Context: an optimization exercise on an open-source flow, tuned for small area, a short achievable clock period and few clock cycles. The choices shown serve that exercise and are no tape-out recipe.
Only simulation tests tie the RTL to the original design; equivalence was not proved.
Power figures rest on the tool's default switching activity, not on a simulated workload.

--- run.sh ---
#!/bin/bash
# synth_recipe.tcl (not shown) runs the flow's synth.tcl, then flattens the netlist and writes it again
# the make line also repeats each setting of config.mk as NAME=value (left out here)
make -C /OpenROAD-flow-scripts/flow DESIGN_CONFIG=/design/flow/config.mk WORK_HOME=/design/flow/orfs CLKGATE_MAP_FILE= SYNTH_SCRIPT=/design/flow/synth_recipe.tcl finish
--- config.mk ---
export PLATFORM = sky130hd
export DESIGN_NAME = topic_wildcard_subscription_filter_unit
export DESIGN_NICKNAME = topic_wildcard_subscription_filter_unit
export VERILOG_FILES = /design/flow/design.v
export SDC_FILE = /design/flow/constraint.sdc
export NUM_CORES = 4
export LEC_CHECK = 0
export CAP_MARGIN = 20
export CORE_MARGIN = 2
export CORE_UTILIZATION = 30
export SLEW_MARGIN = 20
export SYNTH_MEMORY_MAX_BITS = 8192
--- constraint.sdc ---
create_clock -name core_clock -period 8.0 [get_ports {clk}]
set_input_delay 1.6000 -clock core_clock [delete_from_list [all_inputs] [get_ports {clk}]]
set_output_delay 1.6000 -clock core_clock [all_outputs]
set_load 0.01 [all_outputs]
--- design.v ---
package twsf_pkg;
    localparam int NUM_SLOTS_DEF   = 16;
    localparam int MAX_PATTERN_DEF = 32;
    localparam logic [7:0] CH_STAR = 8'h2A;
    localparam logic [7:0] CH_DOT  = 8'h2E;
    localparam logic [1:0] KIND_STATUS  = 2'd0;
    localparam logic [1:0] KIND_MATCH   = 2'd1;
    localparam logic [1:0] KIND_NOMATCH = 2'd2;
    localparam logic STAT_OK  = 1'b0;
    localparam logic STAT_ERR = 1'b1;
    localparam logic [2:0] OPC_LOAD     = 3'd0;
    localparam logic [2:0] OPC_COMMIT   = 3'd1;
    localparam logic [2:0] OPC_REM_SLOT = 3'd2;
    localparam logic [2:0] OPC_REM_SUB  = 3'd3;
    localparam logic [2:0] OPC_MSG      = 3'd4;
    localparam logic [1:0] MODE_LIT  = 2'd0;
    localparam logic [1:0] MODE_WILD = 2'd1;
    localparam logic [1:0] MODE_HIT  = 2'd2;
    localparam logic [1:0] MODE_MISS = 2'd3;
endpackage
module twsf_ram #(
    parameter int WIDTH = 8,
    parameter int DEPTH = 32
) (
    input  logic                     clk,
    input  logic                     we,
    input  logic [$clog2(DEPTH)-1:0] waddr,
    input  logic [WIDTH-1:0]         wdata,
    output logic [DEPTH*WIDTH-1:0]   rdata
);
    logic [WIDTH-1:0] mem_reg [DEPTH];
    always_ff @(posedge clk)
    begin
        if (we)
        begin
            mem_reg[waddr] <= wdata;
        end
    end
    always_comb
    begin
        for (int i = 0; i < DEPTH; i++)
        begin
            rdata[i*WIDTH +: WIDTH] = mem_reg[i];
        end
    end
endmodule
import twsf_pkg::*;
module twsf_front #(
    parameter int MAX_PATTERN = twsf_pkg::MAX_PATTERN_DEF
) (
    input  logic        clk,
    input  logic        rst_n,
    input  logic        s_axis_tvalid,
    output logic        s_axis_tready,
    input  logic [39:0] s_axis_tdata,
    input  logic        s_axis_tlast,
    output logic        i_valid,
    output logic [2:0]  i_op,
    output logic [3:0]  i_slot,
    output logic [5:0]  i_pos,
    output logic [7:0]  i_data,
    output logic [15:0] i_sub,
    output logic        i_last,
    output logic        i_need_out,
    input  logic        i_take
);
    logic [2:0] op_field;
    logic [5:0] pos_field;
    logic       keep;
    logic       need;
    logic       accept;
    assign op_field  = s_axis_tdata[2:0];
    assign pos_field = s_axis_tdata[12:7];
    always_comb
    begin
        case (op_field)
            OPC_LOAD:                          keep = (pos_field < 6'(MAX_PATTERN));
            OPC_COMMIT, OPC_REM_SLOT,
            OPC_REM_SUB, OPC_MSG:              keep = 1'b1;
            default:                           keep = 1'b0;
        endcase
        need = (op_field == OPC_COMMIT) || (op_field == OPC_REM_SLOT)
               || (op_field == OPC_REM_SUB) || ((op_field == OPC_MSG) && s_axis_tlast);
    end
    assign s_axis_tready = !i_valid || i_take;
    assign accept        = s_axis_tvalid && s_axis_tready;
    always_ff @(posedge clk or negedge rst_n)
    begin
        if (!rst_n)
        begin
            i_valid <= 1'b0;
        end
        else if (s_axis_tready)
        begin
            i_valid <= s_axis_tvalid && keep;
        end
    end
    always_ff @(posedge clk)
    begin
        if (accept)
        begin
            i_op       <= op_field;
            i_slot     <= s_axis_tdata[6:3];
            i_pos      <= ((op_field == OPC_COMMIT) && (pos_field > 6'(MAX_PATTERN)))
                          ? 6'(MAX_PATTERN) : pos_field;
            i_data     <= s_axis_tdata[20:13];
            i_sub      <= s_axis_tdata[36:21];
            i_last     <= s_axis_tlast;
            i_need_out <= need;
        end
    end
endmodule
import twsf_pkg::*;
module twsf_slot #(
    parameter int MAX_PATTERN = twsf_pkg::MAX_PATTERN_DEF
) (
    input  logic        clk,
    input  logic        rst_n,
    input  logic        load_we,
    input  logic        commit_we,
    input  logic        rem_we,
    input  logic        remsub_en,
    input  logic        msg_we,
    input  logic        msg_start,
    input  logic [5:0]  pos,
    input  logic [7:0]  data,
    input  logic [15:0] sub_in,
    output logic        used,
    output logic [15:0] sub,
    output logic        hit
);
    localparam int N = MAX_PATTERN;
    logic [N*8-1:0] bytes;
    logic [5:0]     len_reg;
    logic [15:0]    sub_reg;
    logic           used_reg;
    logic [1:0]     mode_reg;
    logic [4:0]     p_reg;
    twsf_ram #(
        .WIDTH (8),
        .DEPTH (N)
    ) u_pat (
        .clk   (clk),
        .we    (load_we),
        .waddr (pos[4:0]),
        .wdata (data),
        .rdata (bytes)
    );
    logic [N+1:0] zb;
    logic [N+1:0] st;
    logic [N+1:0] dt;
    always_comb
    begin
        zb = '1;
        st = '0;
        dt = '0;
        for (int i = 0; i < N; i++)
        begin
            zb[i] = (bytes[i*8 +: 8] == 8'h00);
            st[i] = (bytes[i*8 +: 8] == CH_STAR);
            dt[i] = (bytes[i*8 +: 8] == CH_DOT);
        end
    end
    function automatic logic [3:0] step(input logic [1:0] mode, input logic [7:0] c,
                                        input logic z1, input logic s1,
                                        input logic z2, input logic d2,
                                        input logic [7:0] d);
        logic [1:0] m;
        logic [1:0] inc;
        logic       open1;
        m     = mode;
        inc   = 2'd0;
        open1 = 1'b0;
        case (mode)
            MODE_LIT:
            begin
                if (c == 8'h00)
                    m = MODE_HIT;
                else if (c == CH_DOT)
                begin
                    if (d == CH_DOT)
                        open1 = 1'b1;
                    else
                        m = MODE_MISS;
                end
                else if (c != d)
                    m = MODE_MISS;
                else
                begin
                    inc = 2'd1;
                    m   = z1 ? MODE_HIT : MODE_LIT;
                end
            end
            MODE_WILD:
            begin
                if (d == CH_DOT)
                    open1 = 1'b1;
                else if (d == 8'h00)
                    m = MODE_MISS;
            end
            default: ;
        endcase
        if (open1)
        begin
            if (z1)
            begin
                m   = MODE_HIT;
                inc = 2'd1;
            end
            else if (s1)
            begin
                inc = 2'd2;
                m   = z2 ? MODE_HIT : (d2 ? MODE_WILD : MODE_MISS);
            end
            else
            begin
                m   = MODE_LIT;
                inc = 2'd1;
            end
        end
        step = {m, inc};
    endfunction
    logic [N-1:0] oh;
    logic [7:0]   rc;
    logic         rz1, rs1, rz2, rd2;
    logic [5:0]   p0, p1, p2;
    logic         lt0, lt1, lt2;
    always_comb
    begin
        p0 = {1'b0, p_reg};
        p1 = p0 + 6'd1;
        p2 = p0 + 6'd2;
        lt0 = p0 < len_reg;
        lt1 = p1 < len_reg;
        lt2 = p2 < len_reg;
        rc  = '0;
        rz1 = 1'b0;
        rs1 = 1'b0;
        rz2 = 1'b0;
        rd2 = 1'b0;
        for (int i = 0; i < N; i++)
        begin
            oh[i] = (p_reg == 5'(i));
            rc  = rc  | ({8{oh[i]}} & bytes[i*8 +: 8]);
            rz1 = rz1 | (oh[i] & zb[i+1]);
            rs1 = rs1 | (oh[i] & st[i+1]);
            rz2 = rz2 | (oh[i] & zb[i+2]);
            rd2 = rd2 | (oh[i] & dt[i+2]);
        end
    end
    logic [3:0] g_res;
    assign g_res = step(mode_reg, lt0 ? rc : 8'h00, rz1 | !lt1, rs1 & lt1,
                        rz2 | !lt2, rd2 & lt2, data);
    logic       zf0, zf1, zf2, zf3;
    logic       sf0, sf1, sf2;
    logic       df1, df2, df3;
    logic [1:0] o_mode;
    logic       o_pos;
    logic [3:0] s_res;
    always_comb
    begin
        zf0 = zb[0] | (len_reg == 6'd0);
        zf1 = zb[1] | (len_reg <= 6'd1);
        zf2 = zb[2] | (len_reg <= 6'd2);
        zf3 = zb[3] | (len_reg <= 6'd3);
        sf0 = st[0] & (len_reg > 6'd0);
        sf1 = st[1] & (len_reg > 6'd1);
        sf2 = st[2] & (len_reg > 6'd2);
        df1 = dt[1] & (len_reg > 6'd1);
        df2 = dt[2] & (len_reg > 6'd2);
        df3 = dt[3] & (len_reg > 6'd3);
        if (zf0)
        begin
            o_mode = MODE_HIT;
            o_pos  = 1'b0;
        end
        else if (sf0)
        begin
            o_mode = zf1 ? MODE_HIT : (df1 ? MODE_WILD : MODE_MISS);
            o_pos  = 1'b1;
        end
        else
        begin
            o_mode = MODE_LIT;
            o_pos  = 1'b0;
        end
        if (o_pos)
            s_res = step(o_mode, bytes[7:0], zf2, sf2, zf3, df3, data);
        else
            s_res = step(o_mode, bytes[7:0], zf1, sf1, zf2, df2, data);
    end
    logic [1:0] n_mode;
    logic [4:0] n_pos;
    always_comb
    begin
        if (msg_start)
        begin
            n_mode = s_res[3:2];
            n_pos  = 5'(o_pos) + 5'(s_res[1:0]);
        end
        else
        begin
            n_mode = g_res[3:2];
            n_pos  = p_reg + 5'(g_res[1:0]);
        end
    end
    assign hit = used_reg && (n_mode == MODE_HIT);
    assign used = used_reg;
    assign sub  = sub_reg;
    always_ff @(posedge clk)
    begin
        if (commit_we)
        begin
            mode_reg <= MODE_MISS;
            len_reg  <= pos;
            sub_reg  <= sub_in;
        end
        else if (msg_we)
        begin
            mode_reg <= n_mode;
            p_reg    <= n_pos;
        end
    end
    always_ff @(posedge clk or negedge rst_n)
    begin
        if (!rst_n)
            used_reg <= 1'b0;
        else if (commit_we)
            used_reg <= 1'b1;
        else if (rem_we || (remsub_en && (sub_reg == sub_in)))
            used_reg <= 1'b0;
    end
endmodule
module twsf_back #(
    parameter int NUM_SLOTS   = twsf_pkg::NUM_SLOTS_DEF,
    parameter int MAX_PATTERN = twsf_pkg::MAX_PATTERN_DEF
) (
    input  logic        clk,
    input  logic        rst_n,
    input  logic        i_valid,
    input  logic [2:0]  i_op,
    input  logic [3:0]  i_slot,
    input  logic [5:0]  i_pos,
    input  logic [7:0]  i_data,
    input  logic [15:0] i_sub,
    input  logic        i_last,
    input  logic        i_need_out,
    output logic        i_take,
    output logic        m_axis_tvalid,
    input  logic        m_axis_tready,
    output logic [23:0] m_axis_tdata,
    output logic [1:0]  m_axis_tuser,
    output logic        m_axis_tlast
);
    logic [NUM_SLOTS-1:0] used;
    logic [NUM_SLOTS-1:0] hit;
    logic [15:0]          sub [NUM_SLOTS];
    logic                 msg_start_reg;
    logic [NUM_SLOTS-1:0] mask_reg;
    logic                 st_valid_reg;
    logic [1:0]           st_kind_reg;
    logic                 st_err_reg;
    logic                 out_valid_reg;
    logic [1:0]           out_kind_reg;
    logic                 out_err_reg;
    logic [15:0]          out_sub_reg;
    logic                 out_last_reg;
    logic                 res_empty;
    logic                 go;
    logic                 is_load, is_commit, is_rem, is_remsub, is_msg;
    assign res_empty = !st_valid_reg && (mask_reg == '0);
    assign i_take    = !i_need_out || res_empty;
    assign go        = i_valid && i_take;
    assign is_load   = go && (i_op == OPC_LOAD);
    assign is_commit = go && (i_op == OPC_COMMIT);
    assign is_rem    = go && (i_op == OPC_REM_SLOT);
    assign is_remsub = go && (i_op == OPC_REM_SUB);
    assign is_msg    = go && (i_op == OPC_MSG);
    for (genvar s = 0; s < NUM_SLOTS; s++)
    begin : g_slot
        logic sel;
        assign sel = (i_slot == 4'(s));
        twsf_slot #(
            .MAX_PATTERN (MAX_PATTERN)
        ) u_slot (
            .clk       (clk),
            .rst_n     (rst_n),
            .load_we   (is_load && sel),
            .commit_we (is_commit && sel),
            .rem_we    (is_rem && sel),
            .remsub_en (is_remsub),
            .msg_we    (is_msg),
            .msg_start (msg_start_reg),
            .pos       (i_pos),
            .data      (i_data),
            .sub_in    (i_sub),
            .used      (used[s]),
            .sub       (sub[s]),
            .hit       (hit[s])
        );
    end
    logic [NUM_SLOTS-1:0] low;
    logic [NUM_SLOTS-1:0] rest;
    logic [15:0]          low_sub;
    logic                 out_free;
    always_comb
    begin
        low     = mask_reg & (~mask_reg + 1'b1);
        rest    = mask_reg & ~low;
        low_sub = '0;
        for (int s = 0; s < NUM_SLOTS; s++)
        begin
            low_sub = low_sub | ({16{low[s]}} & sub[s]);
        end
        out_free = !out_valid_reg || m_axis_tready;
    end
    always_ff @(posedge clk or negedge rst_n)
    begin
        if (!rst_n)
        begin
            msg_start_reg <= 1'b1;
            mask_reg      <= '0;
            st_valid_reg  <= 1'b0;
            out_valid_reg <= 1'b0;
        end
        else
        begin
            if (is_msg)
            begin
                msg_start_reg <= i_last;
            end
            if (out_free)
            begin
                out_valid_reg <= st_valid_reg || (mask_reg != '0);
                if (st_valid_reg)
                    st_valid_reg <= 1'b0;
                else
                    mask_reg <= rest;
            end
            if (is_msg && i_last)
            begin
                mask_reg     <= hit;
                st_valid_reg <= (hit == '0);
            end
            if (is_commit || is_rem || is_remsub)
            begin
                st_valid_reg <= 1'b1;
            end
        end
    end
    always_ff @(posedge clk)
    begin
        if (is_msg && i_last)
        begin
            st_kind_reg <= KIND_NOMATCH;
            st_err_reg  <= STAT_OK;
        end
        if (is_commit || is_rem || is_remsub)
        begin
            st_kind_reg <= KIND_STATUS;
            st_err_reg  <= is_rem && !used[i_slot];
        end
        if (out_free)
        begin
            if (st_valid_reg)
            begin
                out_kind_reg <= st_kind_reg;
                out_err_reg  <= st_err_reg;
                out_sub_reg  <= '0;
                out_last_reg <= 1'b1;
            end
            else
            begin
                out_kind_reg <= KIND_MATCH;
                out_err_reg  <= STAT_OK;
                out_sub_reg  <= low_sub;
                out_last_reg <= (rest == '0);
            end
        end
    end
    assign m_axis_tvalid = out_valid_reg;
    assign m_axis_tdata  = {7'b0, out_sub_reg, out_err_reg};
    assign m_axis_tuser  = out_kind_reg;
    assign m_axis_tlast  = out_last_reg;
endmodule
import twsf_pkg::*;
module topic_wildcard_subscription_filter_unit #(
    parameter int NUM_SLOTS   = twsf_pkg::NUM_SLOTS_DEF,
    parameter int MAX_PATTERN = twsf_pkg::MAX_PATTERN_DEF
) (
    input  logic        clk,
    input  logic        rst_n,
    input  logic        s_axis_tvalid,
    output logic        s_axis_tready,
    input  logic [39:0] s_axis_tdata,
    input  logic        s_axis_tlast,
    output logic        m_axis_tvalid,
    input  logic        m_axis_tready,
    output logic [23:0] m_axis_tdata,
    output logic [1:0]  m_axis_tuser,
    output logic        m_axis_tlast
);
    logic        i_valid;
    logic [2:0]  i_op;
    logic [3:0]  i_slot;
    logic [5:0]  i_pos;
    logic [7:0]  i_data;
    logic [15:0] i_sub;
    logic        i_last;
    logic        i_need_out;
    logic        i_take;
    twsf_front #(
        .MAX_PATTERN (MAX_PATTERN)
    ) u_front (
        .clk           (clk),
        .rst_n         (rst_n),
        .s_axis_tvalid (s_axis_tvalid),
        .s_axis_tready (s_axis_tready),
        .s_axis_tdata  (s_axis_tdata),
        .s_axis_tlast  (s_axis_tlast),
        .i_valid       (i_valid),
        .i_op          (i_op),
        .i_slot        (i_slot),
        .i_pos         (i_pos),
        .i_data        (i_data),
        .i_sub         (i_sub),
        .i_last        (i_last),
        .i_need_out    (i_need_out),
        .i_take        (i_take)
    );
    twsf_back #(
        .NUM_SLOTS   (NUM_SLOTS),
        .MAX_PATTERN (MAX_PATTERN)
    ) u_back (
        .clk           (clk),
        .rst_n         (rst_n),
        .i_valid       (i_valid),
        .i_op          (i_op),
        .i_slot        (i_slot),
        .i_pos         (i_pos),
        .i_data        (i_data),
        .i_sub         (i_sub),
        .i_last        (i_last),
        .i_need_out    (i_need_out),
        .i_take        (i_take),
        .m_axis_tvalid (m_axis_tvalid),
        .m_axis_tready (m_axis_tready),
        .m_axis_tdata  (m_axis_tdata),
        .m_axis_tuser  (m_axis_tuser),
        .m_axis_tlast  (m_axis_tlast)
    );
endmodule
==> run summary <==
-- cell usage in the layout, fill, tap and decap left out, types with 112 or more instances in the layout --
| master | n |
|---|---|
| a31oi_1 | 127 |
| nor3b_1 | 188 |
| nor3_1 | 280 |
| or4_1 | 156 |
| o32ai_1 | 112 |
| nor4_1 | 1239 |
| nand2b_1 | 187 |
| o21ai_0 | 388 |
| and3_1 | 342 |
| o2111ai_1 | 121 |
| xnor2_1 | 164 |
| buf_4 | 668 |
| xor2_1 | 376 |
| nor2b_1 | 220 |
| edfxtp_1 | 4588 |
| and4b_1 | 186 |
| mux2i_1 | 367 |
| nand4_1 | 792 |
| clkbuf_16 | 542 |
| a22o_1 | 141 |
| o22ai_1 | 188 |
| mux2_2 | 308 |
| inv_1 | 362 |
| a32oi_1 | 195 |
| and2_1 | 149 |
| nand2_1 | 1187 |
| ha_1 | 386 |
| nor2_1 | 1052 |
| a22oi_1 | 642 |
| nand3_1 | 1124 |
| and4_1 | 116 |
| a222oi_1 | 114 |
| a21oi_1 | 405 |
| nand3b_1 | 211 |
-- path summary, 6_finish.rpt --
path	slack, ns	end	start	cells past startpoint
max	0.91	s_axis_tready	u_back.mask_reg[2]	8
min	0.51	u_back.g_slot[15].u_slot.mode_reg[0]	u_back.g_slot[15].u_slot.mode_reg[0]	2
max reg2reg	1.41	u_back.g_slot[10].u_slot.p_reg[4]	u_back.g_slot[10].u_slot.p_reg[1]	18
min reg2reg	0.51	u_back.g_slot[15].u_slot.mode_reg[0]	u_back.g_slot[15].u_slot.mode_reg[0]	2
max in group asynchronous	6.67	u_back.g_slot[3].u_slot.used_reg	rst_n	1
min in group asynchronous	0.63	u_back.out_valid_reg	rst_n	1
-- stage by stage --
stage / TNS, ns / hold WS, ns / setup slack, ns / area [um^2] / utilization
floorplan: -186.71 / 0.432 / -1.92 / 238000 / -
global placement: 0 / 0.496 / 0.543 / 254000 / 0.321
detailed placement: 0 / 0.500 / 1.48 / 255000 / 0.322
CTS: 0 / 0.506 / 0.802 / 273000 / 0.344
global route: 0 / 0.543 / 0.739 / 273000 / 0.345
finish: 0 / 0.514 / 0.914 / 273000 / 0.345
-- cell families after synthesis --
logic type      after synthesis  synth area share
compound gates             3593             0.112
other cells                   1         0.0000158
buf+inv                    1542            0.0266
flops                      4657             0.586
simple gates               8218             0.199
xor+xnor                    540            0.0199
fa+ha+maj                   421            0.0226
mux                         722            0.0342
-- final cells by class --
cell class | count | area share
sequential | 4657 | 0.511
multi-input combinational | 13500 | 0.344
clock buffer | 628 | 0.0511
tap | 10500 | 0.0483
timing repair buffer | 792 | 0.0249
clock inverter | 341 | 0.0146
inverter | 404 | 0.00557
antenna | 99 | 0.000908
-- power groups by stage --
stage | sequential [mW] | combinational (mW) | clock (mW)
floorplan | 28.0 | 1.59 | 0
global placement | 27.7 | 3.52 | 0
detailed placement | 27.7 | 3.52 | 0
CTS | 27.2 | 3.53 | 25.7
global route | 27.2 | 3.72 | 26.6
finish | 27.2 | 3.60 | 25.5
-- worst max-delay path: stages (launching register included) --
cell and delay (ns):
dfrtp_1 0.45, or4_1 0.61, or4_1 0.58, or4_1 0.63
nor2_4 0.18, nand2_2 0.10, or3_4 0.40, o311ai_0 0.73
clkdlybuf4s50_1 0.69
-- per-layer routing --
layer	vias to the layer above	track usage
met3	3055	0.0612
met5	-	0
met4	86	0.172
met2	14800	0.449
met1	102000	0.400
li1	80600	-
==> metrics.cfg <==
[outcome]
outcome=finished clean

[finish]
final_cells=31000
layout.area.seq_um2=139000
largest_reg_flops=4096
multiInputGateArea_um2=93900
area_delta_synth_final_pct=14.7
n_fill_cell=77900
nNetsFinal=20400
layout-drive-gt1-share=0.117

[hold_path]
min_path_type=reg2reg

[routing]
drtIter0Drc=34800
antenna_left=0
wl_met3_mm=129
drc_errors=0
vias_per_cell=6.50
wl_mm=1250
dr_wl_met2_mm=543
firstDrtPassIters=10
topRoutingLayerUsed=met5
m1WireLength_mm=496
vias=201000
routedWlPerCell_um=40.5

[floorplanning]
core_area_um2=791000
rows=327
die_height_um=894
die_w_um=894
die-area_um2=800000
ios=74
start_util=0.301

[timing]
rsz0062_at_grt=false
relSlewSlack=0.132
maxSlewViolCount=0
fin_crit_sh=0.886
hold_violations=0
fmax_mhz=141
period_minus_slack_ns=7.09
tightest_slew_ns=1.30
setup_viol=0
skew_ns=0.0702

[global_routing]
grt_pass1_vias=187000
grt_max_degree=111
grt_overflow=0
grt_pass1_wl_mm=1670
gr-usage-all-layers=0.299
antenna_found_initial=121

[synthesis]
syn_inst=19700
synth_area_leaders=edfxtp_1 (58%), nor4_1 (3.3%), nand3_1 (2.4%)
synth-edff-count=4588
ys_seq_elements=4657
syn_avg_cell_area_um2=12.1
yosys.area.top_type=edfxtp_1
ys_warn_count=5
synth_flop_cell=edfxtp_1
synth.top_cell.area_share=0.579
synth.most_common_cell=edfxtp_1
synth_cell_types=111
async_flop_share=0.00773
syn-cell-area_um2=238000
yosysSeqAreaShare=0.586
synthTopCellsByCount=edfxtp_1 (4588), nor4_1 (1259), nand2_1 (1228)

[clock_tree]
cts_buffers=535
cts_hold_buf=0
cts_resized=0
htreeDepth=6
cts_setup_buffers=0
cts.sinks=4657
cts_tree=built
clkSlewWorstSetupHoldPaths_ns=0.06
clockBufferDepth=4
clock-root-buffer=clkbuf_16
insertion_delay_ns=1.14

[placement]
place.gp.congestion=1.04
dp.cells=29900
io_buffers=63
dpl.hpwl_mm=910

[pwr]
irDropWorstVdd_mv=0.235
leakage_nw=85.6
combPwrFrac=0.064
p_int_mw=42.3
pwr-share-seq=0.484
clock_power_share=0.452
p_sw_frac=0.248
power.total_mw=56.3
p_sw_mw=14.0
power_density_nw_per_um2=206

[critical_path]
worstSetupEndpointType=output pin
start_kind=register
path_class=reg2out
cp_max_fo=7
required_ns=6.40
cp_data_arrival_time_ns=5.49

[run]
max_cap_violations=0

Testbench counts, summed over its fixed seeds: cycles 5,732.

re-timing with driven ports:
Ports are ideal in the flow. The routed layout listed here was re-timed in OpenROAD.
Step 1 assumes that a clkbuf_16 drives the clock port and a buf_2 every other input.
Step 2 also shifts input and output timing later by t, the mid clock arrival at the registers, as if the neighbouring blocks saw the same clock.
Slacks: ideal ports / drivers / drivers and shift; pairs: ideal ports / drivers.
t (ns): 1.259
slack for setup (ns): 0.914 / 0.780 / 1.413
worst slew at a driven data input, ns: 0.05
After both steps this run still meets setup and hold. The setup slack of this run moves by -0.134 ns with the drivers and by +0.499 ns with both steps.
